Context: an optimization exercise on an open-source flow, tuned for small area, a short achievable clock period and few clock cycles per item. The choices shown serve that exercise and are no tape-out recipe.
Where RTL was checked, it was by simulation tests only, not by an equivalence proof against the original.
For runs 1 to 4, only the layout was checked, not whether the RTL still works.
Power figures rest on the tool's default switching activity, not on a simulated workload.

`flow/run.sh`:
```
#!/bin/bash
# synth_recipe.tcl (not shown) runs the flow's synth.tcl, then flattens the netlist and writes it again
# the make line also repeats each setting of config.mk as NAME=value (left out here)
make -C /OpenROAD-flow-scripts/flow DESIGN_CONFIG=/design/flow/config.mk WORK_HOME=/design/flow/orfs CLKGATE_MAP_FILE= SYNTH_SCRIPT=/design/flow/synth_recipe.tcl finish
```
`flow/config.mk`:
```
export PLATFORM = sky130hd
export DESIGN_NAME = fft_top
export DESIGN_NICKNAME = fft_top
export VERILOG_FILES = /design/flow/design.v
export SDC_FILE = /design/flow/constraint.sdc
export NUM_CORES = 4
export LEC_CHECK = 0
export CAP_MARGIN = 20
export CORE_MARGIN = 2
export CORE_UTILIZATION = 40
export SETUP_SLACK_MARGIN = 3.2
export SLEW_MARGIN = 20
```
`flow/constraint.sdc`:
```
create_clock -name core_clock -period 6.0 [get_ports {clk}]
set_input_delay 1.2000 -clock core_clock [delete_from_list [all_inputs] [get_ports {clk}]]
set_output_delay 1.2000 -clock core_clock [all_outputs]
set_load 0.01 [all_outputs]
```
`flow/design.v`:
```
`timescale 1ns/1ps
module fft_top (
  input  logic                       clk,
  input  logic                       reset_i,
  input  logic                       in_valid_i,
  output logic                       in_ready_o,
  input  logic [2*(4 + 4)-1:0] in_sample_i,
  output logic                       out_valid_o,
  input  logic                       out_ready_i,
  output logic [2*(4 + 4)-1:0] out_bin_o,
  output logic                       out_last_o
);
  logic [3:0][15:0] d_q, s_q, hi_q;
  logic [15:0]      bk1_q, bk3_q, bk5_q, bk7_q;
  logic [8:0]       z_q;
  logic             c7_q;
  logic [15:0]      out_q;
  logic             out_v_q, out_last_q;
  logic [2:0] fc_q;       
  logic       pa_cur_q;   
  logic [2:0] pa_q;       
  logic       bk_rdy_q;   
  logic [2:0] jc_q;       
  logic [2:0] ob_q;       
  logic       ir_q;       
  logic fire, start, step1, out_acc, ev, jstep;
  assign fire    = in_valid_i && ir_q;
  assign start   = (pa_q == 3'd7) && !bk_rdy_q && (fc_q == 3'd7) && !pa_cur_q;
  assign step1   = (pa_q == 3'd1) && !pa_cur_q;
  assign out_acc = !out_v_q || out_ready_i;
  assign ev      = out_acc && (ob_q[2] || bk_rdy_q);
  assign jstep   = ev && !ob_q[2];
  logic [2:0] fc_n, pa_n, jc_n;
  logic       pa_cur_n, bk_rdy_n, ir_n;
  always_comb begin
    fc_n = fire ? fc_q + 3'd1 : fc_q;
    if (fire && fc_q == 3'd7)
      pa_cur_n = 1'b0;
    else if (start)
      pa_cur_n = 1'b1;
    else
      pa_cur_n = pa_cur_q;
    if (start)
      pa_n = 3'd1;
    else if (step1)
      pa_n = 3'd2;
    else if (pa_q >= 3'd2 && pa_q <= 3'd6)
      pa_n = pa_q + 3'd1;
    else
      pa_n = pa_q;
    if (pa_q == 3'd3)
      bk_rdy_n = 1'b1;
    else if (jstep && ob_q == 3'd3)
      bk_rdy_n = 1'b0;
    else
      bk_rdy_n = bk_rdy_q;
    if (pa_q == 3'd3)
      jc_n = 3'd0;
    else if (jstep)
      jc_n = jc_q + 3'd1;
    else
      jc_n = jc_q;
    case (fc_n)
      3'd0:             ir_n = (pa_n >= 3'd1);
      3'd1, 3'd2, 3'd3: ir_n = (pa_n >= 3'd2);
      3'd4, 3'd5:       ir_n = (pa_n >= 3'd4) && (jc_n >= 3'd1);
      3'd6:             ir_n = (pa_n >= 3'd4) && (jc_n >= 3'd3);
      default:          ir_n = pa_cur_n || (pa_n == 3'd7 && !bk_rdy_n);
    endcase
  end
  always_ff @(posedge clk) begin
    if (reset_i) begin
      fc_q     <= 3'd0;
      pa_cur_q <= 1'b0;
      pa_q     <= 3'd7;
      bk_rdy_q <= 1'b0;
      jc_q     <= 3'd4;
      ob_q     <= 3'd0;
      out_v_q  <= 1'b0;
      ir_q     <= 1'b1;
    end else begin
      fc_q     <= fc_n;
      pa_cur_q <= pa_cur_n;
      pa_q     <= pa_n;
      bk_rdy_q <= bk_rdy_n;
      jc_q     <= jc_n;
      ir_q     <= ir_n;
      if (ev) begin
        ob_q    <= ob_q + 3'd1;
        out_v_q <= 1'b1;
      end else if (out_acc) begin
        out_v_q <= 1'b0;
      end
    end
  end
  assign in_ready_o = ir_q;
  logic [15:0] x_sum, x_dif;
  assign x_sum = {d_q[0][15:8] + in_sample_i[15:8], d_q[0][7:0] + in_sample_i[7:0]};
  assign x_dif = {d_q[0][15:8] - in_sample_i[15:8], d_q[0][7:0] - in_sample_i[7:0]};
  always_ff @(posedge clk) begin
    if (fire) begin
      d_q[0] <= d_q[1];
      d_q[1] <= d_q[2];
      d_q[2] <= d_q[3];
      d_q[3] <= fc_q[2] ? x_dif : in_sample_i;
    end
  end
  logic        w2;
  logic [15:0] opa, opb;
  logic [7:0]  bx, by;
  logic [15:0] s1_lo, s1_hi;
  assign w2  = start || (pa_q == 3'd1);
  assign opa = w2 ? d_q[1] : (pa_q == 3'd2) ? s_q[0] : s_q[1];
  assign opb = w2 ? d_q[3] : (pa_q == 3'd2) ? s_q[2] : s_q[3];
  assign bx  = w2 ? opb[7:0]  : opb[15:8];
  assign by  = w2 ? opb[15:8] : opb[7:0];
  assign s1_lo = {opa[15:8] + bx, w2 ? opa[7:0] - by : opa[7:0] + by};
  assign s1_hi = {opa[15:8] - bx, w2 ? opa[7:0] + by : opa[7:0] - by};
  logic              tw7, tw_nr;
  logic signed [7:0] tw_r, tw_i;
  logic signed [8:0] tw_z;
  logic signed [12:0] tw_m;
  logic [7:0]        tw_f;
  assign tw7   = (pa_q == 3'd4) || (pa_q == 3'd5);
  assign tw_nr = (pa_q == 3'd3) || (pa_q == 3'd4);
  assign tw_r  = tw7 ? bk7_q[15:8] : bk5_q[15:8];
  assign tw_i  = tw7 ? bk7_q[7:0]  : bk5_q[7:0];
  assign tw_z  = tw_nr ? {tw_i[7], tw_i} - {tw_r[7], tw_r} : {tw_i[7], tw_i} + {tw_r[7], tw_r};
  assign tw_m  = {{4{z_q[8]}}, z_q} * 13'd11;
  assign tw_f  = tw_m[11:4];
  always_ff @(posedge clk) begin
    z_q <= tw_z;
    if (pa_q == 3'd6)
      c7_q <= (z_q[3:0] == 4'd0);
  end
  always_ff @(posedge clk) begin
    if (start) begin
      bk1_q <= s1_lo;                               
      bk3_q <= s1_hi;                               
    end
    if (step1) begin
      bk5_q <= s1_lo;                               
      bk7_q <= s1_hi;                               
    end
    if (pa_q == 3'd3) bk5_q[15:8] <= tw_f;          
    if (pa_q == 3'd4) bk5_q[7:0]  <= tw_f;          
    if (pa_q == 3'd5) bk7_q[15:8] <= tw_f;          
    if (pa_q == 3'd6) bk7_q[7:0]  <= tw_f;          
  end
  always_ff @(posedge clk) begin
    if (fire && fc_q[2])
      s_q[fc_q[1:0]] <= x_sum;
    if (pa_q == 3'd2) begin
      s_q[0] <= s1_lo;                              
      s_q[2] <= s1_hi;                              
    end
    if (pa_q == 3'd3) begin
      s_q[1] <= s1_lo;                              
      s_q[3] <= {s1_hi[7:0], s1_hi[15:8]};          
    end
  end
  logic [1:0]  j;
  logic [15:0] pa2, pb2;
  logic        inv, cin_lo, cin_hi;
  logic [7:0]  qy;
  logic [15:0] x_lo, x_hi;
  assign j   = ob_q[1:0];
  always_comb begin
    case (j)
      2'd0:    begin pa2 = s_q[0]; pb2 = s_q[1]; end
      2'd1:    begin pa2 = bk1_q;  pb2 = bk5_q;  end
      2'd2:    begin pa2 = s_q[2]; pb2 = s_q[3]; end
      default: begin pa2 = bk3_q;  pb2 = bk7_q;  end
    endcase
  end
  assign inv    = j[1];
  assign cin_lo = (j == 2'd2) || (j == 2'd3 && c7_q);
  assign cin_hi = !j[1] || (j == 2'd3 && !c7_q);
  assign qy     = pb2[7:0];
  assign x_lo = {pa2[15:8] + pb2[15:8], pa2[7:0] + (inv ? ~qy : qy) + 8'(cin_lo)};
  assign x_hi = {pa2[15:8] - pb2[15:8], pa2[7:0] + (inv ? qy : ~qy) + 8'(cin_hi)};
  always_ff @(posedge clk) begin
    if (ev) begin
      out_q      <= ob_q[2] ? hi_q[0] : x_lo;
      out_last_q <= (ob_q == 3'd7);
      hi_q[0]    <= hi_q[1];
      hi_q[1]    <= hi_q[2];
      hi_q[2]    <= hi_q[3];
      hi_q[3]    <= x_hi;
    end
  end
  assign out_valid_o = out_v_q;
  assign out_bin_o   = out_q;
  assign out_last_o  = out_last_q;
endmodule
```
==> flow_summary_export.csv, run 1 <==
group,metric,value,unit
yosys,yosysWarnings,1,
yosys,ys_top_cells_by_area,"edfxtp_1 (45%), ha_1 (8.7%), nand2_1 (3.6%), nor2_1 (3.5%), xnor2_1 (3.3%)",
global_routing,grt_start_max_net_pins,84,
run_status,status,"no timing/DRC/antenna violations",
sta,tns,0,ns
finish,layout.nets,2076,
yosys,synth_top_flop_cell,"edfxtp_1",
sta,drv_slew,0,
yosys,yosys.area.top_type_share,44.9,%
sta,setup_viol_count_final,0,
placement,dp.cells,2310,
cts,clk_pin_slew_worst_paths,0.06,ns
yosys,ys_seq_area_share,47.6,%
sta,min_period,3.70,ns
setup_path,cp-start-kind,"register",
cts,cts_tree,"built",
placement,place_congestion,0.920,
sta,skew,0.0221,ns
cts,cts_sinks,297,
yosys,syn_area,18200,sq um
hold_path,holdCritPathClass,"register to register",
detailed_routing,wire_per_inst,22.9,um
sta,hold_viol,0,
setup_path,arrival,3.96,ns
power,combPwrFrac,56.6,%
placement,hpwl,37700,um
power,pwr-share-clk,17.5,%
power,intPower,6.96,mW
global_routing,track_usage,23.9,%
floorplan,dieArea,47200,sq um
detailed_routing,firstDrtPassIters,8,
global_routing,overflow,0,
power,power_switching_share,42.6,%
cts,root_buffer,"clkbuf_16",
global_routing,antenna_found_initial,1,
yosys,syn-instance-count,1742,
cts,cts-buffers-inserted,35,
floorplan,die_x,217,um
floorplan,die_h,217,um
power,power.switching,5.16,mW
global_routing,grt_pass1_vias,13848,
power,power,12.1,mW
cts,htree_num_levels,2,
sta,max_freq,270,MHz
cts,postCtsHoldBufs,0,
sta,max_slew_margin,26.9,%
yosys,yosysUniqueCellTypes,82,
finish,drive_gt1_share,28.9,%
detailed_routing,vias_per_cell,5.70,
yosys,synth-seq-cells,297,
floorplan,row_count,78,
setup_path,critical_path.max_fanout,5,
power,peakVddDrop,0.529,mV
job,drv_cap,0,
setup_path,cp-startpoint,"pa_q[0]",
detailed_routing,drc,0,
power,powerDensity,512,nW/um^2
finish,area_growth_syn_to_layout,29.8,%
setup_path,cp-end-kind,"register",
yosys,async_reset_ff_share,0,%
detailed_routing,wl,57900,um
power,power.static_leakage,9.03,nW
sta,fin_crit_sh,61.7,%
cts,clk_latency,0.56,ns
global_routing,grt_pass1_wl,85000,um
yosys,avgSynthCellArea,10.5,sq um
floorplan,core-area,45200,sq um
power,seqPwrFrac,25.9,%
placement,placed_cell_area,19600,sq um
cts,cts.path.max_buffers,3,
finish,final_cells,2531,
yosys,synth_top_area_cell,"edfxtp_1",
setup_path,crit_required,6.26,ns
detailed_routing,drtIter0Drc,1789,
setup_path,path_class,"register to register",
floorplan,initial_utilization,40.3,%
yosys,synth-edff-count,272,
detailed_routing,via_count,14428,
finish,fill_cells,3864,
placement,placement.io_buffers,38,
detailed_routing,ant_nets,0,
floorplan,io_pins,39,
hold_path,hp-start,"hi_q[53]",
sta,tightest_slew,1.09,ns
finish,fin_area,23600,sq um
setup_path,rr_startpoint,"pa_q[0]",
yosys,syn-num-nets,1908,
sta,rsz0062_at_grt,"yes",
finish,num_antenna_cells,0,
sequential cells by signal (all words and copies together) (netlist names):
| signal | count |
|---|---|
| bk_rdy_q | 1 |
| z_q | 9 |
| jc_q | 3 |
| s_q | 64 |
| hi_q | 64 |
| ob_q | 3 |
| fc_q | 3 |
| out_v_q | 1 |
| c7_q | 1 |
| bk1_q | 16 |
| d_q | 64 |
| bk5_q | 16 |
| bk7_q | 16 |
| pa_cur_q | 1 |
| ir_q | 1 |
| pa_q | 3 |
| bk3_q | 14 |
| out_q | 16 |
| out_last_q | 1 |
worst max-delay path: stages (launching register included):
cell	delay, ns
dfxtp_4	0.34
and2_4	0.16
ha_4	0.16
nor4bb_4	0.16
buf_6	0.15
buf_6	0.13
or2_4	0.26
buf_4	0.15
buf_4	0.13
a21o_1	0.21
ha_4	0.26
nor2b_4	0.13
o31a_1	0.27
or3_4	0.42
o2bb2ai_4	0.16
xnor2_4	0.21
mux2i_1	0.10
routing by layer:
metal / wire length [um] / global-route usage, % / share of wire, %
met5: 0 / 0 / 0
met4: 3080 / 11.7 / 5.3
met3: 5860 / 5.41 / 10
met2: 26000 / 37.4 / 45
met1: 22900 / 31.3 / 40
final cells by class:
cell class | instances | area [sq um] | area share, %
timing repair buffer | 212 | 2030 | 8.58
tap | 600 | 751 | 3.18
clock buffer | 42 | 923 | 3.91
sequential | 297 | 8690 | 36.8
clock inverter | 16 | 178 | 0.752
multi-input combinational | 1221 | 10500 | 44.3
inverter | 141 | 571 | 2.41
timing repair inverter | 2 | 12.5 | 0.0529
metrics by stage:
| step | utilization (%) | setup slack [ns] | hold slack (ns) |
|---|---|---|---|
| global route | 52.3 | 2.22 | 0.421 |
| CTS | 50.1 | 2.43 | 0.417 |
| floorplan | - | 2.12 | 0.400 |
| global placement | 43.3 | 1.47 | 0.401 |
| detailed placement | 43.3 | 1.34 | 0.405 |
| finish | 52.3 | 2.30 | 0.417 |
cells by family after synthesis:
family	share of synthesized area, %
AO/OA/AOI/OAI	16.0
XOR/XNOR	5.47
adder cells (fa/ha/maj)	10.9
buffers and inverters	5.15
flip-flops	47.6
multiplexers	3.31
AND/OR/NAND/NOR	11.6
power by group through the flow:
stage	registers [mW]	clock network (mW)	logic, mW
2_1_floorplan	3.10	0	3.83
3_3_place_gp	3.17	0	5.31
3_5_place_dp	3.18	0	5.43
4_1_cts	3.14	2.15	6.21
5_1_grt	3.17	2.22	7.36
6_report	3.14	2.12	6.85
synthesized netlist by cell type (11+ instances only):
cell      number
edfxtp_1     272
nand2_1      176
nor2_1       170
inv_1        131
ha_1         126
a21oi_1      110
o21ai_0       78
xnor2_1       69
clkbuf_1      60
xor2_1        41
mux2i_1       39
a221oi_1      38
a21o_1        28
nor3_1        27
dfxtp_1       25
a222oi_1      23
a22oi_1       23
nand3_1       21
fa_1          20
a31oi_1       19
nand2b_1      18
nor2b_1       16
mux2_2        14
buf_2         12
o21bai_1      12
a211oi_1      11
cell usage in the layout (no fill, tap or decap), drive strengths merged, types with 14 or more instances in the layout:
cell type | synthesis | layout
inv | 141 | 139
o21ai | 88 | 88
nand2 | 176 | 176
mux2i | 43 | 43
xnor2 | 71 | 71
buf | 30 | 175
a222oi | 23 | 23
nand2b | 18 | 19
a21oi | 112 | 112
nand3 | 21 | 21
fa | 20 | 20
a21o | 28 | 28
xor2 | 41 | 41
nor3 | 28 | 28
edfxtp | 272 | 272
clkbuf | 60 | 46
nor2 | 170 | 171
a31oi | 19 | 19
dfxtp | 25 | 25
a221oi | 39 | 39
clkdlybuf4s50 | 0 | 29
a22oi | 24 | 24
mux2 | 14 | 14
nor2b | 16 | 16
ha | 126 | 126
final timing paths:
| check | to | slack (ns) | cells after the start |
|---|---|---|---|
| worst min-delay path | hi_q[37] | 0.42 | 0 |
| worst max register to register | bk7_q[6] | 2.30 | 16 |
| worst min register to register | hi_q[37] | 0.42 | 0 |
| worst max-delay path | bk7_q[6] | 2.30 | 16 |
what timing repair did:
item,4_1_cts,5_1_grt
gates cloned,8,2
setup buffers,108,45
pin swaps,119,101
endpoints found under the setup margin,174,152
resized for setup,230,147
==> run 2: changes to the inputs <==
--- a/flow/config.mk
+++ b/flow/config.mk
@@ -10,3 +10,2 @@
 export CORE_UTILIZATION = 40
-export SETUP_SLACK_MARGIN = 3.2
 export SLEW_MARGIN = 20
==> flow_summary_export.csv, run 2 <==
group,metric,value,unit
detailed_routing,wl,49900,um
sta,setup_viol_count_final,0,
power,seqPwrFrac,30.2,%
global_routing,grt_pass1_wl,76700,um
floorplan,initial_utilization,40.3,%
finish,reg_top3,"d_q: 64 flops, hi_q: 64 flops, s_q: 64 flops",
cts,cts.path.max_buffers,3,
yosys,syn-num-nets,1908,
placement,placement.io_buffers,38,
global_routing,grt_pass1_vias,12648,
yosys,yosysWarnings,1,
yosys,synthMostInstantiatedCell,"edfxtp_1",
detailed_routing,wire_per_inst,21.0,um
power,power.switching,4.50,mW
hold_path,holdCritPathClass,"register to register",
setup_path,cp-start-kind,"register",
setup_path,path_class,"register to register",
cts,postCtsHoldBufs,0,
placement,dp.cells,2313,
floorplan,io_pins,39,
sta,min_period,4.61,ns
setup_path,r2r_end,"s_q[36]",
finish,area_growth_syn_to_layout,10.7,%
hold_path,hp-start,"hi_q[16]",
yosys,yosysUniqueCellTypes,82,
yosys,yosys-top-cells-count,"edfxtp_1 (272), nand2_1 (176), nor2_1 (170)",
sta,fin_crit_sh,76.9,%
sta,drv_slew,0,
cts,cts_tree,"built",
power,combPwrFrac,51.1,%
finish,final_cells,2371,
yosys,ys_seq_area_share,47.6,%
setup_path,cp-end-kind,"register",
yosys,synth_top_area_cell,"edfxtp_1",
yosys,yosys.area.top_type_share,44.9,%
finish,final_common_cell,"edfxtp_1",
setup_path,arrival,5.06,ns
power,intPower,5.86,mW
global_routing,antenna_found_initial,2,
power,power.static_leakage,7.81,nW
setup_path,crit_required,6.45,ns
finish,num_antenna_cells,0,
sta,rsz0062_at_grt,"no",
finish,mostFrequentLayoutCells,"edfxtp_1 (272), nand2_1 (174), nor2_1 (168), inv_1 (131), ha_1 (124)",
sta,tightest_slew,1.12,ns
cts,cts.repair.resized,0,
global_routing,overflow,0,
floorplan,die_x,217,um
finish,fin_util,44.6,%
yosys,syn-instance-count,1742,
power,powerDensity,514,nW/um^2
finish,layout.nets,1912,
setup_path,critical_path.max_fanout,13,
detailed_routing,firstDrtPassIters,6,
placement,dp_slack,1.46,ns
setup_path,r2r_cells,16,
cts,root_buffer,"clkbuf_16",
yosys,ys_top_cells_by_area,"edfxtp_1 (45%), ha_1 (8.7%), nand2_1 (3.6%), nor2_1 (3.5%), xnor2_1 (3.3%)",
sta,tns,0,ns
job,drv_cap,0,
yosys,syn_area,18200,sq um
yosys,async_reset_ff_share,0,%
placement,hpwl,36400,um
floorplan,dieArea,47200,sq um
detailed_routing,drtIter0Drc,1720,
sta,skew,0.0166,ns
finish,drive_gt1_share,7.79,%
yosys,avgSynthCellArea,10.5,sq um
setup_path,rr_startpoint,"fc_q[0]",
sta,max_freq,217,MHz
run_status,status,"no timing/DRC/antenna violations",
detailed_routing,drc,0,
setup_path,rrSetupSlack,1.39,ns
cts,clk_pin_slew_worst_paths,0.06,ns
yosys,synth-edff-count,272,
detailed_routing,vias_per_cell,5.67,
yosys,synth-seq-cells,297,
sta,max_slew_margin,25.2,%
cts,cts-buffers-inserted,31,
power,power_switching_share,43.4,%
yosys,synth_top_flop_cell,"edfxtp_1",
power,peakVddDrop,0.455,mV
sta,setup_ws,1.39,ns
sta,hold_viol,0,
power,pwr-share-clk,18.6,%
cts,htree_num_levels,1,
sta,holdWs,0.416,ns
detailed_routing,via_count,13450,
cts,clk_latency,0.61,ns
detailed_routing,ant_nets,0,
setup_path,crit_end,"s_q[36]",
global_routing,grt_start_max_net_pins,84,
floorplan,row_count,78,
floorplan,die_h,217,um
cts,cts_sinks,297,
floorplan,core-area,45200,sq um
global_routing,track_usage,21.1,%
setup_path,cp-startpoint,"fc_q[0]",
placement,place_congestion,0.904,
cts,cts_setup_buffers,0,
run 2: cell types whose count changed in the layout (fill, tap and decap cells not counted), moves of 38 or more:
cell,before,now
ha_4,40,0
buf_4,119,23
buf_6,38,0
ha_1,73,124
o21ai_0,40,78
a21oi_1,59,110
a21oi_2,44,2
run 2: worst min path at each step:
| stage | endpoint | cells past startpoint |
|---|---|---|
| finish | hi_q[0] | 0 |
| global route | hi_q[1] | 0 |
| CTS | hi_q[0] | 0 |
| detailed placement | d_q[30] | 0 |
| global placement | hi_q[20] | 0 |
| floorplan | d_q[16] | 0 |
run 2: layer usage:
layer  vias up  GRT usage (%)  routed length (um)
met1      6384           29.7               21300
li1       6285              -                   -
met4         4           8.38                2310
met2       656           31.9               21700
met5         -              0                  27
met3       121           4.35                4540
run 2: cells by family (layout without fill, tap and decap cells):
| group | Yosys count | after routing | share of synthesized area (%) |
|---|---|---|---|
| fa+ha+maj | 146 | 146 | 10.9 |
| buf+inv | 231 | 260 | 5.15 |
| mux | 57 | 57 | 3.31 |
| compound gates | 422 | 422 | 16.0 |
| flops | 297 | 297 | 47.6 |
| xor+xnor | 112 | 112 | 5.47 |
| simple gates | 477 | 477 | 11.6 |
run 2: final cells by class:
cell class              instances  area, sq um
multi-input cells            1214         8660
clock buffers                  36          795
well taps                     600          751
repair buffers                 61          553
clock inverters                22          195
flip-flops and latches        297         8670
inverters                     141          529
fillers                      4246        25000
run 2: worst max-delay path, cell delays in order (launching register included):
cell      delay, ns
dfxtp_1        0.43
ha_1           0.26
ha_1           0.21
nor4bb_4       0.17
nor2_2         0.68
buf_4          0.28
nor2_1         0.05
a31oi_1        0.28
ha_1           0.28
inv_1          0.07
fa_1           0.42
nor2b_1        0.16
o21ai_0        0.09
a21o_1         0.21
mux2i_1        0.63
nor2_1         0.08
nor2_1         0.15
run 2: through the flow:
stage / cell area, sq um / power, mW
final: 20100 / 10.4
after global routing: 20100 / 11.0
after CTS: 20100 / 10.4
after detailed placement: 19200 / 8.40
after global placement: 19200 / 8.29
after floorplan: 18200 / 6.68
run 2: power by group through the flow:
| stage | Combinational [mW] | Sequential [mW] | Clock (mW) |
|---|---|---|---|
| after global placement | 5.13 | 3.16 | 0 |
| after CTS | 5.26 | 3.13 | 1.96 |
| after floorplan | 3.57 | 3.11 | 0 |
| final | 5.30 | 3.13 | 1.93 |
| after global routing | 5.80 | 3.17 | 2.04 |
| after detailed placement | 5.23 | 3.17 | 0 |
==> run 3: changes to the inputs <==
--- a/flow/design.v
+++ b/flow/design.v
@@ -25,6 +25,7 @@
   logic       ir_q;       
+  logic       st0_q, st1_q, w2_q, p2_q, p3_q, p4_q, p5_q, p6_q;
   logic fire, start, step1, out_acc, ev, jstep;
   assign fire    = in_valid_i && ir_q;
-  assign start   = (pa_q == 3'd7) && !bk_rdy_q && (fc_q == 3'd7) && !pa_cur_q;
-  assign step1   = (pa_q == 3'd1) && !pa_cur_q;
+  assign start   = st0_q;
+  assign step1   = st1_q;
   assign out_acc = !out_v_q || out_ready_i;
@@ -50,3 +51,3 @@
       pa_n = pa_q;
-    if (pa_q == 3'd3)
+    if (p3_q)
       bk_rdy_n = 1'b1;
@@ -56,3 +57,3 @@
       bk_rdy_n = bk_rdy_q;
-    if (pa_q == 3'd3)
+    if (p3_q)
       jc_n = 3'd0;
@@ -80,3 +81,20 @@
       ir_q     <= 1'b1;
+      st0_q    <= 1'b0;
+      st1_q    <= 1'b0;
+      w2_q     <= 1'b0;
+      p2_q     <= 1'b0;
+      p3_q     <= 1'b0;
+      p4_q     <= 1'b0;
+      p5_q     <= 1'b0;
+      p6_q     <= 1'b0;
     end else begin
+      st0_q    <= (pa_n == 3'd7) && !bk_rdy_n && (fc_n == 3'd7) && !pa_cur_n;
+      st1_q    <= (pa_n == 3'd1) && !pa_cur_n;
+      w2_q     <= ((pa_n == 3'd7) && !bk_rdy_n && (fc_n == 3'd7) && !pa_cur_n) ||
+                  (pa_n == 3'd1);
+      p2_q     <= (pa_n == 3'd2);
+      p3_q     <= (pa_n == 3'd3);
+      p4_q     <= (pa_n == 3'd4);
+      p5_q     <= (pa_n == 3'd5);
+      p6_q     <= (pa_n == 3'd6);
       fc_q     <= fc_n;
@@ -111,5 +129,5 @@
   logic [15:0] s1_lo, s1_hi;
-  assign w2  = start || (pa_q == 3'd1);
-  assign opa = w2 ? d_q[1] : (pa_q == 3'd2) ? s_q[0] : s_q[1];
-  assign opb = w2 ? d_q[3] : (pa_q == 3'd2) ? s_q[2] : s_q[3];
+  assign w2  = w2_q;
+  assign opa = w2 ? d_q[1] : p2_q ? s_q[0] : s_q[1];
+  assign opb = w2 ? d_q[3] : p2_q ? s_q[2] : s_q[3];
   assign bx  = w2 ? opb[7:0]  : opb[15:8];
@@ -123,4 +141,4 @@
   logic [7:0]        tw_f;
-  assign tw7   = (pa_q == 3'd4) || (pa_q == 3'd5);
-  assign tw_nr = (pa_q == 3'd3) || (pa_q == 3'd4);
+  assign tw7   = p4_q || p5_q;
+  assign tw_nr = p3_q || p4_q;
   assign tw_r  = tw7 ? bk7_q[15:8] : bk5_q[15:8];
@@ -132,3 +150,3 @@
     z_q <= tw_z;
-    if (pa_q == 3'd6)
+    if (p6_q)
       c7_q <= (z_q[3:0] == 4'd0);
@@ -144,6 +162,6 @@
     end
-    if (pa_q == 3'd3) bk5_q[15:8] <= tw_f;          
-    if (pa_q == 3'd4) bk5_q[7:0]  <= tw_f;          
-    if (pa_q == 3'd5) bk7_q[15:8] <= tw_f;          
-    if (pa_q == 3'd6) bk7_q[7:0]  <= tw_f;          
+    if (p3_q) bk5_q[15:8] <= tw_f;          
+    if (p4_q) bk5_q[7:0]  <= tw_f;          
+    if (p5_q) bk7_q[15:8] <= tw_f;          
+    if (p6_q) bk7_q[7:0]  <= tw_f;          
   end
@@ -152,3 +170,3 @@
       s_q[fc_q[1:0]] <= x_sum;
-    if (pa_q == 3'd2) begin
+    if (p2_q) begin
       s_q[0] <= s1_lo;                              
@@ -156,3 +174,3 @@
     end
-    if (pa_q == 3'd3) begin
+    if (p3_q) begin
       s_q[1] <= s1_lo;                              
--- a/flow/config.mk
+++ b/flow/config.mk
@@ -10,2 +10,3 @@
 export CORE_UTILIZATION = 40
+export SETUP_SLACK_MARGIN = 3.2
 export SLEW_MARGIN = 20
==> flow_summary_export.csv, run 3 <==
group,metric,value,unit
setup_path,r2r_cells,11,
setup_path,crit_path_top_delay_cell,"a222oi_1",
setup_path,critical_path.max_fanout,7,
detailed_routing,wl,58500,um
cts,htree_num_levels,2,
finish,area_growth_syn_to_layout,30.5,%
detailed_routing,drc,0,
yosys,synth-edff-count,272,
yosys,yosys-top-cells-count,"edfxtp_1 (272), inv_1 (164), nand2_1 (131)",
floorplan,io_pins,39,
sta,tightest_slew,1.07,ns
global_routing,overflow,0,
hold_path,min_to,"d_q[16]",
global_routing,antenna_found_initial,0,
hold_path,hold_path_depth,0,
finish,reg_top3,"d_q: 64 flops, hi_q: 64 flops, s_q: 64 flops",
finish,multi_input_area,10600,sq um
floorplan,core-area,45500,sq um
yosys,synthMostInstantiatedCell,"edfxtp_1",
finish,layout.nets,2046,
setup_path,crit_required,6.38,ns
finish,fin_area,24200,sq um
yosys,yosysWarnings,1,
sta,drv_slew,0,
yosys,ys_top_cells_by_area,"edfxtp_1 (44%), ha_1 (8.3%), mux2i_1 (4.9%), dfxtp_1 (3.6%), inv_1 (3.3%)",
hold_path,holdCritPathClass,"register to register",
setup_path,cp-end-kind,"register",
run_status,status,"no timing/DRC/antenna violations",
finish,mostFrequentLayoutCells,"edfxtp_1 (272), inv_1 (140), nand2_1 (127), buf_4 (112), nor2_1 (92)",
finish,final_common_cell,"edfxtp_1",
global_routing,track_usage,23.3,%
floorplan,row_count,78,
floorplan,dieArea,48000,sq um
placement,place_congestion,0.914,
sta,holdWs,0.412,ns
placement,placed_cell_area,19700,sq um
cts,cts-buffers-inserted,35,
yosys,yosys.area.top_type_share,44.1,%
setup_path,cp-start-kind,"register",
yosys,synth_top_flop_cell,"edfxtp_1",
yosys,syn-instance-count,1736,
global_routing,grt_start_max_net_pins,82,
floorplan,initial_utilization,40.7,%
setup_path,crit_cells,11,
cts,cts.path.max_buffers,3,
setup_path,timing.critical_path.cells,"buf_6 > ha_4 > buf_4 > a222oi_1 > mux2i_1 > ha_4 > inv_2 > o211ai_1 > nor4_2 > or4_1 > o211ai_1",
floorplan,die_h,219,um
yosys,yosysUniqueCellTypes,68,
yosys,avgSynthCellArea,10.7,sq um
detailed_routing,via_count,14598,
detailed_routing,drtIter0Drc,1625,
sta,tns,0,ns
floorplan,die_x,219,um
cts,cts_tree,"built",
yosys,syn_area,18500,sq um
yosys,syn-num-nets,1898,
setup_path,rr_startpoint,"ob_q[0]",
setup_path,arrival,3.81,ns
cts,clk_pin_slew_worst_paths,0.06,ns
hold_path,hp-start,"d_q[32]",
global_routing,grt_pass1_wl,84000,um
cts,postCtsHoldBufs,0,
setup_path,path_buf_inv,3,
sta,setup_viol_count_final,0,
sta,skew,0.0103,ns
yosys,synth-seq-cells,305,
setup_path,cp_slowest_stage_delay,0.66,ns
setup_path,rrSetupSlack,2.57,ns
setup_path,r2r_end,"out_q[7]",
cts,cts_sinks,305,
power,peakVddDrop,0.182,mV
yosys,synth_top_area_cell,"edfxtp_1",
cts,root_buffer,"clkbuf_16",
placement,placement.io_buffers,38,
detailed_routing,vias_per_cell,5.82,
sta,min_period,3.43,ns
sta,max_freq,292,MHz
setup_path,crit_family,"compound AO/OA/AOI/OAI gates",
detailed_routing,firstDrtPassIters,6,
detailed_routing,wire_per_inst,23.3,um
power,power.static_leakage,8.97,nW
job,drv_cap,0,
power,power,5.20,mW
sta,fin_crit_sh,57.2,%
global_routing,grt_pass1_vias,14067,
finish,num_antenna_cells,0,
yosys,async_reset_ff_share,0,%
power,powerDensity,215,nW/um^2
sta,rsz0062_at_grt,"yes",
sta,hold_viol,0,
setup_path,path_class,"register to register",
sta,max_slew_margin,28.6,%
cts,clk_latency,0.55,ns
finish,fill_cells,3900,
setup_path,cp-startpoint,"ob_q[0]",
finish,seq_area,8860,sq um
finish,drive_gt1_share,29.7,%
placement,hpwl,36800,um
yosys,ys_seq_area_share,47.7,%
detailed_routing,ant_nets,0,
run 3: metal layers:
metal / routed length (um) / GRT usage, % / up-vias
li1: - / - / 6634
met1: 22900 / 29.5 / 7093
met2: 27000 / 37.4 / 696
met3: 5080 / 5.24 / 175
met4: 3440 / 11.9 / 0
met5: 0 / 0 / -
run 3: final cells by class:
| cell class | instances | area share, % |
|---|---|---|
| sequential | 305 | 36.7 |
| inverter | 166 | 2.66 |
| clock inverter | 12 | 0.658 |
| clock buffer | 50 | 4.20 |
| tap | 600 | 3.11 |
| timing repair buffer | 206 | 8.84 |
| multi-input combinational | 1170 | 43.8 |
run 3: power breakdown:
part,switching [mW],internal [mW]
registers,0.0275,2.34
logic,0.359,0.254
clock network,0.873,1.35
run 3: worst max-delay path by stage:
stage                     endpoint  slack (ns)
after global routing      out_q[7]        2.51
after floorplan           hi_q[54]        2.92
after global placement        w2_q        2.21
after CTS                 out_q[7]        2.64
after detailed placement      w2_q        2.17
final                     out_q[7]        2.57
run 3: stage by stage:
| stage | setup slack (ns) | std cells | util, % |
|---|---|---|---|
| after global placement | 2.21 | 2294 | 43.3 |
| after detailed placement | 2.17 | 2294 | 43.3 |
| after floorplan | 2.92 | 1736 | - |
| after global routing | 2.51 | 2509 | 53.1 |
| after CTS | 2.64 | 2447 | 49.5 |
| final | 2.57 | 2509 | 53.1 |
run 3: what timing repair did:
| action | CTS | global route |
|---|---|---|
| setup buffers | 88 | 59 |
| gates cloned | 3 | 3 |
| endpoints found under the setup margin | 176 | 138 |
| resized for setup | 197 | 251 |
| pin swaps | 67 | 132 |
run 3: kinds of logic (layout without fill, tap and decap cells):
kind of cell	after synthesis	count (layout)	share of synthesized area (%)
muxes	108	108	5.98
adders and majority gates	142	142	10.4
buffers and inverters	262	434	5.41
and+or+nand+nor	402	403	10.3
AOI/OAI and AO/OA	415	415	15.4
DFF	305	305	47.7
xor gates and xnor gates	102	102	4.83
run 3: worst reg2reg max path: cells and delay by family (launching register included):
kind	cells	cell delay, ns
multiplexers	1	0.40
AND/OR/NAND/NOR	2	0.50
flip-flops	1	0.36
AO/OA/AOI/OAI	3	1.08
buffers and inverters	3	0.35
adder cells (fa/ha/maj)	2	0.58
==> run 4: changes to the inputs <==
--- a/flow/config.mk
+++ b/flow/config.mk
@@ -10,3 +10,2 @@
 export CORE_UTILIZATION = 40
-export SETUP_SLACK_MARGIN = 3.2
 export SLEW_MARGIN = 20
==> flow_summary_export.csv, run 4 <==
group,metric,value,unit
setup_path,cp-end-kind,"register",
global_routing,overflow,0,
setup_path,rrSetupSlack,1.98,ns
sta,rsz0062_at_grt,"no",
cts,root_buffer,"clkbuf_16",
global_routing,antenna_found_initial,0,
cts,cts_tree,"built",
yosys,async_reset_ff_share,0,%
setup_path,rr_startpoint,"p2_q",
floorplan,initial_utilization,40.7,%
hold_path,holdCritPathClass,"register to register",
detailed_routing,drc,0,
setup_path,r2r_cells,8,
sta,fin_crit_sh,67.1,%
power,intPower,3.86,mW
yosys,yosysUniqueCellTypes,68,
cts,cts.path.max_buffers,3,
detailed_routing,via_count,13214,
power,combPwrFrac,8.6,%
cts,cts_setup_buffers,0,
cts,htree_num_levels,2,
global_routing,track_usage,20.2,%
sta,skew,0.0327,ns
global_routing,grt_pass1_vias,12805,
hold_path,hp-start,"d_q[36]",
sta,setup_viol_count_final,0,
floorplan,row_count,78,
finish,drive_gt1_share,6.98,%
power,power_switching_share,24.2,%
yosys,avgSynthCellArea,10.7,sq um
cts,cts-buffers-inserted,36,
global_routing,grt_pass1_wl,73900,um
yosys,synth_top_area_cell,"edfxtp_1",
sta,min_period,4.02,ns
placement,hpwl,35300,um
cts,postCtsHoldBufs,0,
placement,placement.io_buffers,38,
power,seqPwrFrac,46.6,%
setup_path,arrival,4.30,ns
power,power.static_leakage,7.65,nW
floorplan,die_x,219,um
job,drv_cap,0,
finish,final_common_cell,"edfxtp_1",
power,peakVddDrop,0.195,mV
yosys,syn-instance-count,1736,
detailed_routing,vias_per_cell,5.60,
floorplan,io_pins,39,
power,pwr-share-clk,44.8,%
sta,tns,0,ns
cts,cts_sinks,305,
power,power,5.09,mW
sta,hold_viol,0,
yosys,synthMostInstantiatedCell,"edfxtp_1",
yosys,synth-edff-count,272,
run_status,status,"no timing/DRC/antenna violations",
yosys,yosys.area.top_type_share,44.1,%
floorplan,die_h,219,um
detailed_routing,wl,48000,um
floorplan,dieArea,48000,sq um
placement,dp.cells,2295,
power,power.switching,1.23,mW
setup_path,path_class,"register to register",
yosys,syn_area,18500,sq um
placement,place_congestion,0.890,
setup_path,cp-startpoint,"p2_q",
setup_path,crit_required,6.28,ns
yosys,synth-seq-cells,305,
finish,num_antenna_cells,0,
sta,setup_ws,1.98,ns
finish,layout.nets,1895,
finish,area_growth_syn_to_layout,11.6,%
yosys,syn-num-nets,1898,
yosys,ys_seq_area_share,47.7,%
global_routing,grt_start_max_net_pins,73,
finish,reg_top3,"d_q: 64 flops, hi_q: 64 flops, s_q: 64 flops",
sta,tightest_slew,1.05,ns
finish,mostFrequentLayoutCells,"edfxtp_1 (272), inv_1 (164), nand2_1 (129), ha_1 (120), nor2_1 (104)",
detailed_routing,drtIter0Drc,1306,
cts,cts.repair.resized,0,
sta,max_freq,248,MHz
yosys,yosysWarnings,1,
sta,drv_slew,0,
hold_path,hold_path_depth,0,
detailed_routing,ant_nets,0,
yosys,ys_top_cells_by_area,"edfxtp_1 (44%), ha_1 (8.3%), mux2i_1 (4.9%), dfxtp_1 (3.6%), inv_1 (3.3%)",
setup_path,critical_path.max_fanout,46,
setup_path,cp-start-kind,"register",
yosys,yosys-top-cells-count,"edfxtp_1 (272), inv_1 (164), nand2_1 (131)",
cts,clk_pin_slew_worst_paths,0.06,ns
yosys,synth_top_flop_cell,"edfxtp_1",
detailed_routing,firstDrtPassIters,5,
sta,max_slew_margin,28.9,%
power,powerDensity,247,nW/um^2
placement,dp_slack,1.82,ns
finish,final_cells,2361,
cts,clk_latency,0.56,ns
detailed_routing,wire_per_inst,20.3,um
floorplan,core-area,45500,sq um
[run 4: cell families (layout without fill, tap and decap cells)]
kind of cell               count (synthesis)  in the layout  share of synthesized area (%)
muxes                                    108            108                           5.98
adders and majority gates                142            142                           10.4
AOI/OAI and AO/OA                        415            415                           15.4
xor gates and xnor gates                 102            102                           4.83
and+or+nand+nor                          402            402                           10.3
buffers and inverters                    262            287                           5.41
DFF                                      305            305                           47.7
[run 4: path summary, 6_finish.rpt]
path                            endpoint
worst min-delay path             d_q[20]
worst max-delay path             s_q[13]
worst min register to register   d_q[20]
worst max register to register   s_q[13]
[run 4: layer usage]
layer / share of wire, % / global-route usage (%) / vias up / wire length, um
met5: 0 / 0 / - / 0
met1: 45 / 28.2 / 6372 / 21600
met2: 45 / 31.5 / 429 / 21700
li1: - / - / 6327 / -
met4: 3.4 / 7.79 / 0 / 1660
met3: 6.3 / 3.02 / 86 / 3040
[run 4: power groups by stage]
stage	combinational [mW]	sequential, mW	clock [mW]
2_1_floorplan	0.310	2.40	0
3_3_place_gp	0.424	2.41	0
3_5_place_dp	0.433	2.41	0
4_1_cts	0.435	2.37	2.33
5_1_grt	0.483	2.37	2.40
6_report	0.439	2.37	2.28
[run 4: final cells by class]
class                   count  area (sq um)
inverters                 166           623
flip-flops and latches    305          8830
well taps                 600           751
repair buffers             55           508
clock inverters            21           239
fillers                  4336         24800
multi-input cells        1169          8700
clock buffers              45           987
[run 4: metrics by stage]
| stage | hold WS [ns] | util (%) | cell area, sq um |
|---|---|---|---|
| after global routing | 0.422 | 45.4 | 20600 |
| after CTS | 0.417 | 45.4 | 20600 |
| after global placement | 0.401 | 42.7 | 19400 |
| after detailed placement | 0.405 | 42.7 | 19400 |
| final | 0.415 | 45.4 | 20600 |
| after floorplan | 0.400 | - | 18500 |
[run 4: worst max-delay path, cell delays in order, from the launching register on]
cell,delay (ns)
dfxtp_4,0.70
buf_4,0.43
mux2i_1,0.25
o21ai_0,0.15
ha_1,0.47
o311ai_0,0.94
nor2_1,0.11
xnor2_1,0.52
a21oi_1,0.16
==> run 5: changes to the inputs <==
--- a/flow/design.v
+++ b/flow/design.v
@@ -25,5 +25,10 @@
   logic       ir_q;       
+  logic       rdy_q;      
+  logic       vin_q;      
+  logic [15:0] in_q;
   logic       st0_q, st1_q, w2_q, p2_q, p3_q, p4_q, p5_q, p6_q;
   logic fire, start, step1, out_acc, ev, jstep;
-  assign fire    = in_valid_i && ir_q;
+  logic op;
+  assign fire    = in_valid_i && rdy_q;
+  assign op      = vin_q && ir_q;
   assign start   = st0_q;
@@ -36,4 +41,4 @@
   always_comb begin
-    fc_n = fire ? fc_q + 3'd1 : fc_q;
-    if (fire && fc_q == 3'd7)
+    fc_n = op ? fc_q + 3'd1 : fc_q;
+    if (op && fc_q == 3'd7)
       pa_cur_n = 1'b0;
@@ -81,2 +86,4 @@
       ir_q     <= 1'b1;
+      rdy_q    <= 1'b1;
+      vin_q    <= 1'b0;
       st0_q    <= 1'b0;
@@ -105,2 +112,4 @@
       ir_q     <= ir_n;
+      vin_q    <= rdy_q ? in_valid_i : vin_q;
+      rdy_q    <= !(rdy_q ? in_valid_i : vin_q) || ir_n;
       if (ev) begin
@@ -113,8 +122,12 @@
   end
-  assign in_ready_o = ir_q;
+  assign in_ready_o = rdy_q;
+  always_ff @(posedge clk) begin
+    if (rdy_q)
+      in_q <= in_sample_i;
+  end
   logic [15:0] x_sum, x_dif;
-  assign x_sum = {d_q[0][15:8] + in_sample_i[15:8], d_q[0][7:0] + in_sample_i[7:0]};
-  assign x_dif = {d_q[0][15:8] - in_sample_i[15:8], d_q[0][7:0] - in_sample_i[7:0]};
-  always_ff @(posedge clk) begin
-    if (fire) begin
+  assign x_sum = {d_q[0][15:8] + in_q[15:8], d_q[0][7:0] + in_q[7:0]};
+  assign x_dif = {d_q[0][15:8] - in_q[15:8], d_q[0][7:0] - in_q[7:0]};
+  always_ff @(posedge clk) begin
+    if (op) begin
       d_q[0] <= d_q[1];
@@ -122,3 +135,3 @@
       d_q[2] <= d_q[3];
-      d_q[3] <= fc_q[2] ? x_dif : in_sample_i;
+      d_q[3] <= fc_q[2] ? x_dif : in_q;
     end
@@ -126,12 +139,13 @@
   logic        w2;
-  logic [15:0] opa, opb;
+  logic [15:0] opa;
   logic [7:0]  bx, by;
-  logic [15:0] s1_lo, s1_hi;
+  logic [7:0]  s1_lr, s1_hr, s1_p, s1_m;
   assign w2  = w2_q;
   assign opa = w2 ? d_q[1] : p2_q ? s_q[0] : s_q[1];
-  assign opb = w2 ? d_q[3] : p2_q ? s_q[2] : s_q[3];
-  assign bx  = w2 ? opb[7:0]  : opb[15:8];
-  assign by  = w2 ? opb[15:8] : opb[7:0];
-  assign s1_lo = {opa[15:8] + bx, w2 ? opa[7:0] - by : opa[7:0] + by};
-  assign s1_hi = {opa[15:8] - bx, w2 ? opa[7:0] + by : opa[7:0] - by};
+  assign bx  = w2 ? d_q[3][7:0]  : p2_q ? s_q[2][15:8] : s_q[3][15:8];
+  assign by  = w2 ? d_q[3][15:8] : p2_q ? s_q[2][7:0]  : s_q[3][7:0];
+  assign s1_lr = opa[15:8] + bx;
+  assign s1_hr = opa[15:8] - bx;
+  assign s1_p  = opa[7:0] + by;
+  assign s1_m  = opa[7:0] - by;
   logic              tw7, tw_nr;
@@ -155,8 +169,8 @@
     if (start) begin
-      bk1_q <= s1_lo;                               
-      bk3_q <= s1_hi;                               
+      bk1_q <= {s1_lr, s1_m};                       
+      bk3_q <= {s1_hr, s1_p};                       
     end
     if (step1) begin
-      bk5_q <= s1_lo;                               
-      bk7_q <= s1_hi;                               
+      bk5_q <= {s1_lr, s1_m};                       
+      bk7_q <= {s1_hr, s1_p};                       
     end
@@ -168,11 +182,11 @@
   always_ff @(posedge clk) begin
-    if (fire && fc_q[2])
+    if (op && fc_q[2])
       s_q[fc_q[1:0]] <= x_sum;
     if (p2_q) begin
-      s_q[0] <= s1_lo;                              
-      s_q[2] <= s1_hi;                              
+      s_q[0] <= {s1_lr, s1_p};                      
+      s_q[2] <= {s1_hr, s1_m};                      
     end
     if (p3_q) begin
-      s_q[1] <= s1_lo;                              
-      s_q[3] <= {s1_hi[7:0], s1_hi[15:8]};          
+      s_q[1] <= {s1_lr, s1_p};                      
+      s_q[3] <= {s1_m, s1_hr};                      
     end
@@ -181,4 +195,4 @@
   logic [15:0] pa2, pb2;
-  logic        inv, cin_lo, cin_hi;
-  logic [7:0]  qy;
+  logic        c_p, c_m;
+  logic [8:0]  t_p, t_m;
   logic [15:0] x_lo, x_hi;
@@ -193,8 +207,8 @@
   end
-  assign inv    = j[1];
-  assign cin_lo = (j == 2'd2) || (j == 2'd3 && c7_q);
-  assign cin_hi = !j[1] || (j == 2'd3 && !c7_q);
-  assign qy     = pb2[7:0];
-  assign x_lo = {pa2[15:8] + pb2[15:8], pa2[7:0] + (inv ? ~qy : qy) + 8'(cin_lo)};
-  assign x_hi = {pa2[15:8] - pb2[15:8], pa2[7:0] + (inv ? qy : ~qy) + 8'(cin_hi)};
+  assign c_p  = (j == 2'd3) && !c7_q;
+  assign c_m  = (j != 2'd3) || c7_q;
+  assign t_p  = {pa2[7:0], 1'b1} + {pb2[7:0], c_p};
+  assign t_m  = {pa2[7:0], 1'b1} + {~pb2[7:0], c_m};
+  assign x_lo = {pa2[15:8] + pb2[15:8], j[1] ? t_m[8:1] : t_p[8:1]};
+  assign x_hi = {pa2[15:8] - pb2[15:8], j[1] ? t_p[8:1] : t_m[8:1]};
   always_ff @(posedge clk) begin
==> flow_summary_export.csv, run 5 <==
group,metric,value,unit
detailed_routing,firstDrtPassIters,16,
hold_path,hp-start,"hi_q[53]",
power,peakVddDrop,0.151,mV
finish,reg_top3,"d_q: 64 flops, hi_q: 64 flops, s_q: 64 flops",
yosys,yosysWarnings,1,
setup_path,rrSetupSlack,1.82,ns
power,power,5.03,mW
floorplan,die_x,222,um
detailed_routing,via_count,13559,
floorplan,core-area,46700,sq um
setup_path,path_class,"register to register",
sta,skew,0.0135,ns
placement,dp_slack,1.84,ns
setup_path,crit_required,6.29,ns
global_routing,grt_pass1_vias,13098,
finish,final_common_cell,"edfxtp_1",
yosys,yosysUniqueCellTypes,73,
cts,cts.repair.resized,0,
detailed_routing,wl,48400,um
setup_path,critical_path.max_fanout,17,
yosys,synth-seq-cells,323,
floorplan,dieArea,49200,sq um
cts,cts.path.max_buffers,3,
finish,mostFrequentLayoutCells,"edfxtp_1 (288), inv_1 (164), nand2_1 (125), ha_1 (122), a21oi_1 (104)",
yosys,syn-num-nets,1918,
sta,max_freq,240,MHz
yosys,ys_seq_area_share,49.3,%
power,powerDensity,238,nW/um^2
setup_path,r2r_cells,13,
sta,setup_ws,1.82,ns
global_routing,track_usage,19.6,%
floorplan,initial_utilization,40.7,%
yosys,syn_area,19000,sq um
detailed_routing,vias_per_cell,5.64,
yosys,yosys-top-cells-count,"edfxtp_1 (288), inv_1 (164), nand2_1 (127)",
sta,max_slew_margin,31.1,%
setup_path,timing.critical_path.cells,"buf_4 > inv_1 > ha_1 > buf_4 > a222oi_1 > mux2i_1 > ha_1 > a21o_1 > a211oi_1 > nor2_1 > o41ai_1 > xnor2_1 > o21ai_1",
setup_path,cp_slowest_stage_delay,0.71,ns
floorplan,row_count,79,
cts,clk_latency,0.56,ns
sta,hold_viol,0,
sta,setup_viol_count_final,0,
cts,cts_tree,"built",
finish,area_growth_syn_to_layout,11.5,%
setup_path,arrival,4.46,ns
finish,num_antenna_cells,0,
cts,postCtsHoldBufs,0,
sta,drv_slew,0,
detailed_routing,drtIter0Drc,1193,
detailed_routing,ant_nets,0,
setup_path,rr_startpoint,"ob_q[1]",
yosys,synth_top_flop_cell,"edfxtp_1",
hold_path,holdCritPathClass,"register to register",
yosys,synthMostInstantiatedCell,"edfxtp_1",
setup_path,cp-end-kind,"register",
sta,tns,0,ns
sta,fin_crit_sh,69.6,%
job,drv_cap,0,
floorplan,die_h,222,um
yosys,async_reset_ff_share,0,%
yosys,syn-instance-count,1757,
yosys,yosys.area.top_type_share,45.6,%
placement,hpwl,35500,um
finish,layout.nets,1929,
hold_path,hold_path_depth,0,
setup_path,cp-start-kind,"register",
run_status,status,"no timing/DRC/antenna violations",
yosys,ys_top_cells_by_area,"edfxtp_1 (46%), ha_1 (8.1%), mux2i_1 (4.4%), dfxtp_1 (3.7%), inv_1 (3.2%)",
detailed_routing,drc,0,
finish,fin_util,45.3,%
sta,rsz0062_at_grt,"no",
cts,htree_num_levels,2,
setup_path,crit_path_top_delay_cell,"ha_1",
cts,clk_pin_slew_worst_paths,0.06,ns
finish,fin_area,21200,sq um
floorplan,io_pins,39,
finish,drive_gt1_share,7.18,%
sta,min_period,4.18,ns
placement,place_congestion,0.873,
cts,root_buffer,"clkbuf_16",
global_routing,overflow,0,
cts,cts-buffers-inserted,38,
power,power.static_leakage,7.86,nW
global_routing,antenna_found_initial,0,
setup_path,r2r_end,"out_q[15]",
cts,cts_sinks,323,
placement,placement.io_buffers,38,
sta,tightest_slew,1.03,ns
yosys,synth_top_area_cell,"edfxtp_1",
yosys,avgSynthCellArea,10.8,sq um
global_routing,grt_start_max_net_pins,70,
detailed_routing,wire_per_inst,20.2,um
placement,placed_cell_area,19900,sq um
global_routing,grt_pass1_wl,75900,um
yosys,synth-edff-count,288,
hold_path,min_to,"hi_q[37]",
cts,cts_setup_buffers,0,
-- run 5: where the power goes --
part           total [mW]  switching (mW)  internal [mW]
Combinational       0.270           0.170          0.101
Sequential           2.48          0.0183           2.46
Clock                2.28           0.927           1.36
Total                5.03            1.11           3.92
-- run 5: logic make-up (layout without fill, tap and decap cells) --
family | Yosys count | in the layout | share of synthesized area, %
flip-flops | 323 | 323 | 49.3
buffers and inverters | 258 | 297 | 5.24
AND/OR/NAND/NOR | 410 | 410 | 10.3
multiplexers | 113 | 113 | 6.17
XOR/XNOR | 98 | 98 | 4.59
adder cells (fa/ha/maj) | 141 | 141 | 10.0
AO/OA/AOI/OAI | 414 | 414 | 14.4
-- run 5: worst max-delay path by stage --
| stage | startpoint | to | slack [ns] | cells past startpoint |
|---|---|---|---|---|
| 6_report | ob_q[1] | out_q[15] | 1.82 | 13 |
| 4_1_cts | ob_q[1] | out_q[15] | 1.82 | 13 |
| 2_1_floorplan | out_ready_i | ob_q[1] | 0.66 | 4 |
| 5_1_grt | ob_q[1] | out_q[15] | 1.41 | 13 |
| 3_3_place_gp | ob_q[1] | out_q[15] | 1.93 | 13 |
| 3_5_place_dp | ob_q[1] | out_q[15] | 1.84 | 13 |
-- run 5: cell type report --
type	instances	area [sq um]
fillers	4363	25500
well taps	607	759
clock inverters	13	115
clock buffers	55	1100
flip-flops and latches	323	9360
multi-input cells	1176	8650
inverters	170	638
repair buffers	59	538
-- run 5: routing by layer --
metal | part of all wire, % | up-vias | GRT usage [%]
met3 | 7.3 | 73 | 3.30
met2 | 45 | 498 | 31.3
li1 | - | 6413 | -
met1 | 45 | 6575 | 27.6
met4 | 2.4 | 0 | 5.58
met5 | 0 | - | 0
-- run 5: metrics by stage --
| step | hold slack [ns] | std cells |
|---|---|---|
| floorplan | 0.400 | 1757 |
| global placement | 0.400 | 2335 |
| detailed placement | 0.405 | 2335 |
| CTS | 0.416 | 2403 |
| global route | 0.423 | 2403 |
| finish | 0.413 | 2403 |
-- run 5: worst max-delay path: cells and delay by family (launching register included) --
family	cells	cell delay [ns]
buffers and inverters	3	0.85
adder cells (fa/ha/maj)	2	1.06
multiplexers	1	0.46
XOR/XNOR	1	0.16
AND/OR/NAND/NOR	1	0.11
AO/OA/AOI/OAI	5	0.95
flip-flops	1	0.30
Testbench counts of run 5, summed over its fixed seeds: cycles 4,200, frames 512.
==> run 6: changes to the inputs <==
--- a/flow/config.mk
+++ b/flow/config.mk
@@ -10,2 +10,3 @@
 export CORE_UTILIZATION = 40
+export SETUP_SLACK_MARGIN = 3.3
 export SLEW_MARGIN = 20
==> flow_summary_export.csv, run 6 <==
group,metric,value,unit
yosys,synthMostInstantiatedCell,"edfxtp_1",
setup_path,path_class,"register to register",
finish,layout.nets,2075,
yosys,synth_top_flop_cell,"edfxtp_1",
power,powerDensity,201,nW/um^2
placement,place_congestion,0.893,
detailed_routing,drc,0,
sta,tns,0,ns
setup_path,rr_startpoint,"ob_q[1]",
detailed_routing,vias_per_cell,5.68,
setup_path,cp-startpoint,"ob_q[1]",
sta,skew,0.0113,ns
sta,drv_slew,0,
finish,mostFrequentLayoutCells,"edfxtp_1 (288), inv_1 (143), nand2_1 (121), buf_4 (110), nor2_1 (88)",
cts,cts_sinks,323,
global_routing,antenna_found_initial,0,
setup_path,r2r_cells,11,
job,drv_cap,0,
floorplan,io_pins,39,
yosys,yosys.area.top_type_share,45.6,%
yosys,yosys-top-cells-count,"edfxtp_1 (288), inv_1 (164), nand2_1 (127)",
cts,cts_tree,"built",
setup_path,cp-end-kind,"register",
placement,placement.io_buffers,38,
detailed_routing,wl,55100,um
setup_path,crit_required,6.27,ns
yosys,avgSynthCellArea,10.8,sq um
global_routing,grt_start_max_net_pins,71,
sta,holdWs,0.413,ns
setup_path,crit_end,"out_q[6]",
placement,hpwl,35200,um
yosys,ys_seq_area_share,49.3,%
setup_path,r2r_end,"out_q[6]",
yosys,yosysUniqueCellTypes,73,
yosys,synth_top_area_cell,"edfxtp_1",
finish,fill_cells,3973,
detailed_routing,ant_nets,0,
sta,max_freq,314,MHz
finish,final_common_cell,"edfxtp_1",
global_routing,track_usage,21.5,%
yosys,syn_area,19000,sq um
setup_path,rrSetupSlack,2.81,ns
cts,cts.path.max_buffers,3,
sta,fin_crit_sh,53.1,%
setup_path,cp-start-kind,"register",
setup_path,critPathMostFrequentCell,"ha_4",
floorplan,row_count,79,
sta,max_slew_margin,28.3,%
yosys,synth-edff-count,288,
yosys,async_reset_ff_share,0,%
hold_path,hp-start,"d_q[45]",
run_status,status,"no timing/DRC/antenna violations",
hold_path,holdCritPathClass,"register to register",
floorplan,initial_utilization,40.7,%
yosys,syn-instance-count,1757,
setup_path,cp_slowest_stage_delay,0.42,ns
floorplan,die_h,222,um
finish,reg_top3,"d_q: 64 flops, hi_q: 64 flops, s_q: 64 flops",
cts,cts-buffers-inserted,38,
global_routing,grt_pass1_vias,13922,
setup_path,crit_path_top_delay_cell,"a222oi_1",
power,peakVddDrop,0.178,mV
finish,drive_gt1_share,26.3,%
setup_path,arrival,3.46,ns
global_routing,overflow,0,
floorplan,die_x,222,um
floorplan,dieArea,49200,sq um
sta,tightest_slew,1.08,ns
sta,hold_viol,0,
cts,clk_pin_slew_worst_paths,0.06,ns
yosys,synth-seq-cells,323,
yosys,ys_top_cells_by_area,"edfxtp_1 (46%), ha_1 (8.1%), mux2i_1 (4.4%), dfxtp_1 (3.7%), inv_1 (3.2%)",
cts,root_buffer,"clkbuf_16",
cts,clk_latency,0.54,ns
power,power.static_leakage,8.94,nW
yosys,syn-num-nets,1918,
sta,rsz0062_at_grt,"yes",
detailed_routing,firstDrtPassIters,17,
finish,area_growth_syn_to_layout,27.6,%
cts,postCtsHoldBufs,0,
floorplan,core-area,46700,sq um
sta,setup_viol_count_final,0,
detailed_routing,wire_per_inst,21.6,um
global_routing,grt_pass1_wl,82500,um
cts,htree_num_levels,2,
sta,min_period,3.19,ns
finish,num_antenna_cells,0,
setup_path,critical_path.max_fanout,7,
finish,fin_util,51.9,%
yosys,yosysWarnings,1,
detailed_routing,drtIter0Drc,1439,
detailed_routing,via_count,14481,
setup_path,timing.critical_path.cells,"buf_4 > ha_4 > a222oi_1 > mux2i_1 > ha_4 > nor2_2 > a221oi_4 > o31ai_2 > a221o_1 > mux2_4 > o311ai_2",
run 6: cell families after synthesis:
kind of cell | synth area share, %
compound gates | 14.4
simple gates | 10.3
mux | 6.17
fa+ha+maj | 10.0
xor+xnor | 4.59
buf+inv | 5.24
flops | 49.3
run 6: per-layer routing:
layer / wire length [um] / global-route usage, %
met4: 2400 / 7.21
met1: 23100 / 29.1
met5: 0 / 0
met2: 25500 / 34.9
met3: 4140 / 3.94
run 6: metrics by stage:
step,instance area (sq um),total power [mW],instances,setup WS (ns)
2_1_floorplan,19300,2.71,1757,2.76
3_3_place_gp,20100,2.79,2327,2.27
3_5_place_dp,20100,2.80,2327,2.22
4_1_cts,22900,4.90,2499,2.83
5_1_grt,24200,5.04,2548,2.74
6_report,24200,4.88,2548,2.81
run 6: power by group:
group	leakage, nW	total [mW]	switching, mW	internal, mW
clock	0.533	2.11	0.924	1.19
combinational	5.47	0.290	0.182	0.108
sequential	2.93	2.48	0.0188	2.46
run 6: critical path, delay by kind of cell (launching register included):
kind | cells | cell delay [ns]
DFF | 1 | 0.37
AOI/OAI and AO/OA | 5 | 1.27
and+or+nand+nor | 1 | 0.06
muxes | 2 | 0.47
adders and majority gates | 2 | 0.60
buffers and inverters | 1 | 0.15
run 6: final cells by class:
cell class | instances | area (sq um) | share of cell area, %
Clock buffer | 48 | 1010 | 4.17
Clock inverter | 19 | 90.1 | 0.372
Inverter | 170 | 658 | 2.72
Multi-Input combinational cell | 1177 | 10300 | 42.5
Sequential cell | 323 | 9390 | 38.8
Tap cell | 607 | 759 | 3.14
Timing Repair Buffer | 204 | 2010 | 8.30
run 6: worst min-delay path by stage:
stage / to / cells after the start / slack [ns]
finish: d_q[29] / 0 / 0.41
global route: hi_q[34] / 0 / 0.42
CTS: hi_q[35] / 0 / 0.42
detailed placement: hi_q[15] / 0 / 0.40
global placement: hi_q[40] / 0 / 0.40
floorplan: d_q[16] / 0 / 0.40
run 6: repair_timing:
item,in CTS,in global routing
resized for setup,176,186
pin swaps,91,108
buffers inserted,103,46
setup endpoints to repair,241,104
endpoints found under the hold margin,0,0
gates cloned,2,3
==> run 7: changes to the inputs <==
--- a/flow/config.mk
+++ b/flow/config.mk
@@ -10,3 +10,3 @@
 export CORE_UTILIZATION = 40
-export SETUP_SLACK_MARGIN = 3.3
+export SETUP_SLACK_MARGIN = 3.7
 export SLEW_MARGIN = 20
==> flow_summary_export.csv, run 7 <==
group,metric,value,unit
yosys,syn-instance-count,1757,
cts,cts-buffers-inserted,37,
finish,mostFrequentLayoutCells,"edfxtp_1 (288), inv_1 (123), nand2_1 (121), buf_4 (108), nor2_1 (78)",
setup_path,path_class,"register to register",
sta,setup_viol_count_final,0,
placement,place_congestion,0.886,
sta,drv_slew,0,
finish,num_antenna_cells,0,
run_status,status,"no timing/DRC/antenna violations",
sta,min_period,3.09,ns
setup_path,rrSetupSlack,2.91,ns
setup_path,timing.critical_path.cells,"inv_4 > ha_4 > buf_4 > a222oi_1 > mux2i_1 > ha_4 > inv_4 > a21oi_4 > o31ai_4 > a221o_1 > mux2_4 > o311ai_1",
cts,cts.path.max_buffers,3,
global_routing,antenna_found_initial,0,
detailed_routing,firstDrtPassIters,18,
setup_path,cp-startpoint,"ob_q[0]",
hold_path,hold_path_depth,0,
power,powerDensity,199,nW/um^2
yosys,synth_top_area_cell,"edfxtp_1",
placement,placement.io_buffers,38,
detailed_routing,vias_per_cell,5.70,
global_routing,overflow,0,
setup_path,crit_path_top_delay_cell,"a222oi_1",
placement,hpwl,36200,um
sta,skew,0.0199,ns
cts,clk_pin_slew_worst_paths,0.06,ns
setup_path,arrival,3.47,ns
setup_path,crit_family,"compound AO/OA/AOI/OAI gates",
detailed_routing,ant_nets,0,
sta,max_slew_margin,32.0,%
yosys,async_reset_ff_share,0,%
yosys,ys_seq_area_share,49.3,%
sta,tightest_slew,1.00,ns
hold_path,min_to,"hi_q[47]",
detailed_routing,via_count,14716,
detailed_routing,wl,57300,um
setup_path,r2r_cells,12,
power,peakVddDrop,0.261,mV
yosys,syn_area,19000,sq um
floorplan,initial_utilization,40.7,%
global_routing,track_usage,22.6,%
yosys,ys_top_cells_by_area,"edfxtp_1 (46%), ha_1 (8.1%), mux2i_1 (4.4%), dfxtp_1 (3.7%), inv_1 (3.2%)",
floorplan,dieArea,49200,sq um
global_routing,grt_busiest_layer,"met2",
hold_path,holdCritPathClass,"register to register",
yosys,yosys.area.top_type_share,45.6,%
sta,fin_crit_sh,51.5,%
global_routing,grt_pass1_wl,85900,um
detailed_routing,drc,0,
yosys,yosys-top-cells-count,"edfxtp_1 (288), inv_1 (164), nand2_1 (127)",
global_routing,grtUsageMet2,35.2,%
setup_path,rr_startpoint,"ob_q[0]",
yosys,yosysUniqueCellTypes,73,
finish,area_growth_syn_to_layout,32.9,%
power,power.static_leakage,9.33,nW
setup_path,r2r_end,"out_q[6]",
setup_path,crit_required,6.38,ns
finish,reg_top3,"d_q: 64 flops, hi_q: 64 flops, s_q: 64 flops",
floorplan,io_pins,39,
setup_path,cp-end-kind,"register",
global_routing,grt_pass1_vias,14432,
sta,tns,0,ns
job,drv_cap,0,
yosys,synth-edff-count,288,
floorplan,die_x,222,um
finish,final_common_cell,"edfxtp_1",
yosys,synth-seq-cells,323,
setup_path,cp-start-kind,"register",
setup_path,cp_slowest_stage_delay,0.40,ns
detailed_routing,wire_per_inst,22.2,um
sta,max_freq,324,MHz
global_routing,use_met3,3.49,%
detailed_routing,drtIter0Drc,1481,
yosys,synth_top_flop_cell,"edfxtp_1",
cts,cts_tree,"built",
cts,htree_num_levels,2,
global_routing,grt_use_met1,30.5,%
sta,hold_viol,0,
finish,fill_cells,3933,
cts,clk_latency,0.56,ns
floorplan,die_h,222,um
finish,drive_gt1_share,33.3,%
yosys,synthMostInstantiatedCell,"edfxtp_1",
sta,rsz0062_at_grt,"yes",
yosys,syn-num-nets,1918,
global_routing,grt_start_max_net_pins,71,
setup_path,critical_path.max_fanout,6,
hold_path,hp-start,"hi_q[63]",
cts,cts_sinks,323,
finish,layout.nets,2107,
cts,root_buffer,"clkbuf_16",
floorplan,row_count,79,
yosys,yosysWarnings,1,
placement,dp.cells,2330,
setup_path,path_buf_inv,3,
floorplan,core-area,46700,sq um
yosys,avgSynthCellArea,10.8,sq um
finish,final_cells,2581,
run 7: cell counts after synthesis:
No cell type changed its count.
run 7: worst reg2reg max path, cell delays in order, from the launching register on:
cell      delay [ns]
dfxtp_4         0.39
inv_4           0.06
ha_4            0.20
buf_4           0.15
a222oi_1        0.40
mux2i_1         0.25
ha_4            0.38
inv_4           0.05
a21oi_4         0.19
o31ai_4         0.10
a221o_1         0.38
mux2_4          0.31
o311ai_1        0.07
run 7: worst max-delay path by stage:
stage / endpoint / cells past startpoint
2_1_floorplan: out_q[6] / 15
3_3_place_gp: out_q[15] / 11
3_5_place_dp: out_q[15] / 11
4_1_cts: out_q[14] / 13
5_1_grt: out_q[14] / 13
6_report: out_q[6] / 12
run 7: metal layers:
metal	routed length [um]	up-vias
li1	-	6785
met1	24300	7132
met3	4090	142
met2	26100	657
met4	2880	0
met5	0	-
run 7: where the power goes:
part	internal, mW	switching, mW
clock network	1.29	0.944
registers	2.46	0.0199
logic	0.117	0.191
total	3.87	1.16
run 7: final cells by class:
class	count	area, sq um	area share [%]
clock buffers	50	1030	4.07
clock inverters	17	141	0.561
inverters	170	694	2.75
multi-input cells	1178	10900	43.3
flip-flops and latches	323	9390	37.2
well taps	607	759	3.01
repair buffers	236	2290	9.07
run 7: repair_timing:
action	in CTS	in global routing
buffers inserted	135	46
gates resized for setup	375	194
pin swaps	129	113
cloned	2	1
setup endpoints to repair	306	187
hold buffers	0	0
run 7: logic make-up (layout without fill, tap and decap cells):
logic type	Yosys count	count (layout)	synth area share, %
flip-flops	323	323	49.3
multiplexers	113	113	6.17
adder cells (fa/ha/maj)	141	141	10.0
AND/OR/NAND/NOR	410	412	10.3
AO/OA/AOI/OAI	414	414	14.4
XOR/XNOR	98	98	4.59
buffers and inverters	258	473	5.24
run 7: per-stage QoR:
| stage | hold slack [ns] | power, mW | utilization, % | area (sq um) | setup WS, ns |
|---|---|---|---|---|---|
| detailed placement | 0.405 | 2.80 | 43.6 | 20300 | 2.38 |
| CTS | 0.408 | 5.04 | 51.3 | 23900 | 2.93 |
| floorplan | 0.400 | 2.71 | - | 19600 | 2.76 |
| global route | 0.416 | 5.17 | 54.1 | 25200 | 2.71 |
| finish | 0.408 | 5.02 | 54.1 | 25200 | 2.91 |
| global placement | 0.400 | 2.79 | 43.6 | 20300 | 2.41 |

[re-timing with driven ports]
No port has a modelled driver above. Below, the same layouts with a new extraction and two added sets of constraints.
Step 1, drivers: a clkbuf_16 drives clk and a buf_2 each remaining input, both assumed.
Step 2 adds t to the input delays and takes it off the output delays; t is the mean of the earliest and latest rising clock arrival at the registers after step 1. Input paths then give back, and output paths get back, about the clock's delay inside the block.
a / b / c = no drivers / after step 1 / after step 2; a / b = the first two.
run | t, ns | setup slack, ns | worst register clock-pin slew, ns
run 1 | 0.603 | 2.301 / 2.301 / 2.279 | 0.06 / 0.06
run 2 | 0.661 | 1.388 / 1.388 / 1.388 | 0.07 / 0.07
run 3 | 0.599 | 2.569 / 2.569 / 2.569 | 0.06 / 0.06
run 4 | 0.596 | 1.976 / 1.976 / 1.976 | 0.06 / 0.06
run 5 | 0.612 | 1.825 / 1.825 / 1.825 | 0.06 / 0.06
run 6 | 0.593 | 2.811 / 2.811 / 2.811 | 0.06 / 0.06
run 7 | 0.609 | 2.911 / 2.911 / 2.911 | 0.06 / 0.06
After both steps setup and hold are still met in every run listed. For run 1, which loses most, drivers alone change the setup slack by 0.000 ns; drivers and shift together by -0.022 ns.
